Source: an optimization exercise on an open RTL-to-GDS flow (aim: a short achievable clock period). Production flows keep margins and buffers that such runs may drop.
Only simulation tests tie the RTL to the original design; equivalence was not proved.
No driver is modelled on the clock port, so clocking that relies on it looks cheaper here than on a real chip.
Power is estimated from default activity; no workload was simulated.

Setup of v26:
## mips16_core
module mips16_core #(
    parameter int IMEM_DEPTH = 256    
) (
    input  logic        clk,
    input  logic        reset,
    input  logic [15:0] din,
    input  logic        wen,
    input  logic        pc_reset,
    input  logic        rd_en,
    output logic [15:0] dout
);
    logic [15:0]     imem [256];
    logic [7:0]      ptr;
    logic [15:0]     ptr_row_oh;    
    logic [15:0]     ptr_col_oh;    
    logic [255:0]    ptr_oh;        
    logic [7:0]      pc;
    logic [7:0]      pc1;           
    logic [15:0]     ra_oh;         
    logic [15:0]     c_oh;          
    logic [15:0]     fw;            
    logic [15:0]     ra [16];
    logic [15:0]     rc [16];
    logic advance, go;
    assign advance = rd_en && !wen;
    assign go      = advance && !pc_reset;
    for (genvar i = 0; i < 256; i++) begin : g_imem
        always_ff @(posedge clk) begin
            if (ptr_oh[i]) begin
                imem[i] <= din;
            end
        end
    end
    logic [15:0] rc_oh;           
    assign rc_oh = {ra_oh[14:0], ra_oh[15]};
    logic row_step;                  
    assign row_step = go && c_oh[15];
    logic mA, mC;
    logic [15:0] ptr_row_nx, ra_nx, ra_nx2;
    assign ptr_row_nx = {ptr_row_oh[14:0], ptr_row_oh[15]};
    assign ra_nx      = rc_oh;
    assign ra_nx2     = {ra_oh[13:0], ra_oh[15:14]};
    logic ptr_row_step;
    assign ptr_row_step = wen && ptr_col_oh[15];
    logic mA_rst, mC_rst, mA_stp, mC_stp, mA_hld, mC_hld;
    assign mA_rst = ptr_row_step ? ptr_row_nx[0] : ptr_row_oh[0];
    assign mC_rst = ptr_row_step ? ptr_row_nx[1] : ptr_row_oh[1];
    assign mA_stp = |(ptr_row_oh & ra_nx);     
    assign mC_stp = |(ptr_row_oh & ra_nx2);
    assign mA_hld = ptr_row_step ? |(ptr_row_nx & ra_oh) : |(ptr_row_oh & ra_oh);
    assign mC_hld = ptr_row_step ? |(ptr_row_nx & ra_nx) : |(ptr_row_oh & ra_nx);
    always_ff @(posedge clk or negedge reset) begin
  ...
Settings: LEC_CHECK=0, ABC_CLOCK_PERIOD_IN_PS=1800, CAP_MARGIN=20, CORE_MARGIN=2, CORE_UTILIZATION=35, SETUP_SLACK_MARGIN=2.4, SLEW_MARGIN=20, SYNTH_MEMORY_MAX_BITS=8192, TNS_END_PERCENT=5; clock period 4.8 ns.
run.sh (not shown) runs the stock make flow with config.mk's settings and CLKGATE_MAP_FILE= SYNTH_SCRIPT=/design/flow/synth_recipe.tcl, a recipe that flattens the netlist after the stock synthesis.
v26 | stages: all done | timing, DRC, antenna: all pass
Modified inputs, v28 compared to v26
Settings: SETUP_SLACK_MARGIN changed from 2.4 to 2.6.
==> flow/flow/run.sh (new file) <==
#!/bin/bash
set -euo pipefail
work=$(pwd)
bash standard.sh POST_CTS_TCL="$work/flow/clkroot.tcl" MATCH_CELL_FOOTPRINT=0 finish > "$work/standard_flow.log" 2>&1
test -f "$work/out/final.def"
==> flow/flow/clkroot.tcl (new file) <==
set blk [ord::get_db_block]
set port [$blk findBTerm clk]
set pnet [$port getNet]
set its [$pnet getITerms]
puts "clock port net [$pnet getName] drives [llength $its] pins"
if {[llength $its] == 1} {
  set root [[lindex $its 0] getInst]
  set master [[$root getMaster] getName]
  set onet ""
  foreach it [$root getITerms] {
    if {[$it isOutputSignal]} { set onet [$it getNet] }
  }
  set loads {}
  foreach it [$onet getITerms] {
    if {[$it isInputSignal]} { lappend loads $it }
  }
  puts "root [$root getName] ($master) drives [llength $loads] pins on [$onet getName]"
  if {[string match "*clkbuf*" $master] && [llength $loads] <= 4} {
    foreach it $loads {
      $it disconnect
      $it connect $pnet
    }
    foreach it [$root getITerms] { $it disconnect }
    odb::dbInst_destroy $root
    odb::dbNet_destroy $onet
    puts "removed root buffer; clock port now drives [llength [$pnet getITerms]] pins"
  }
}
==> flow/standard.sh (new file) <==
#!/bin/bash
# synth_recipe.tcl (not shown) runs the flow's synth.tcl, then flattens the netlist and writes it again
# the make line also repeats each setting of config.mk as NAME=value (left out here)
make -C /OpenROAD-flow-scripts/flow DESIGN_CONFIG=/design/flow/config.mk WORK_HOME=/design/flow/orfs CLKGATE_MAP_FILE= SYNTH_SCRIPT=/design/flow/synth_recipe.tcl "${@:-finish}"
removed: flow/run.sh
==> comparison <==
Wire length of the first global-routing pass across v28 and v26: no real change. v28 vs. v26: routed wire length now sits lower; met3 demand-to-capacity share in global routing held steady; critical path buffer and inverter count shrank by 1; sequential-cell power consumption about even. HPWL after detailed placement in v28 is 2.0% above v26. In the reports for v28 and v26, the smaller achievable frequency belongs to v26. Summary of the comparison: worst setup slack is higher in v28, relative to v26. Diff v28..v26 | reported max-cap violation count | unchanged. Compared with v26, v28 shows a higher number of stages on the worst setup path. Of the two values seen for worst hold-check path type, in -> reg was produced by v26 and reg -> reg by v28. On internal power consumption, v28 and v26 are neck and neck.

-- re-timing with driven ports --
In the flow no input, the clock included, has a driving cell. The finished layouts below were timed again as built, in two steps.
Step 1, drivers: a clkbuf_16 drives clk and a buf_2 each remaining input, both assumed.
Step 2, shift: input delay + t, output delay - t, t = (earliest + latest rising clock arrival at the registers) / 2. This alone moves slack from input paths to output paths.
Slacks: ideal ports / drivers / drivers and shift; pairs: ideal ports / drivers.
| run | shift t [ns] | setup slack, ns | hold WS [ns] |
|---|---|---|---|
| v26 | 1.181 | 2.186 / 2.147 / 1.058 | 0.309 / 0.281 / 0.422 |
| v28 | 1.007 | 2.349 / 2.323 / 1.476 | 0.418 / 0.388 / 0.418 |
After both steps setup and hold are still met in every run listed. For v26, which loses most, drivers alone change the setup slack by -0.039 ns; drivers and shift together by -1.128 ns.
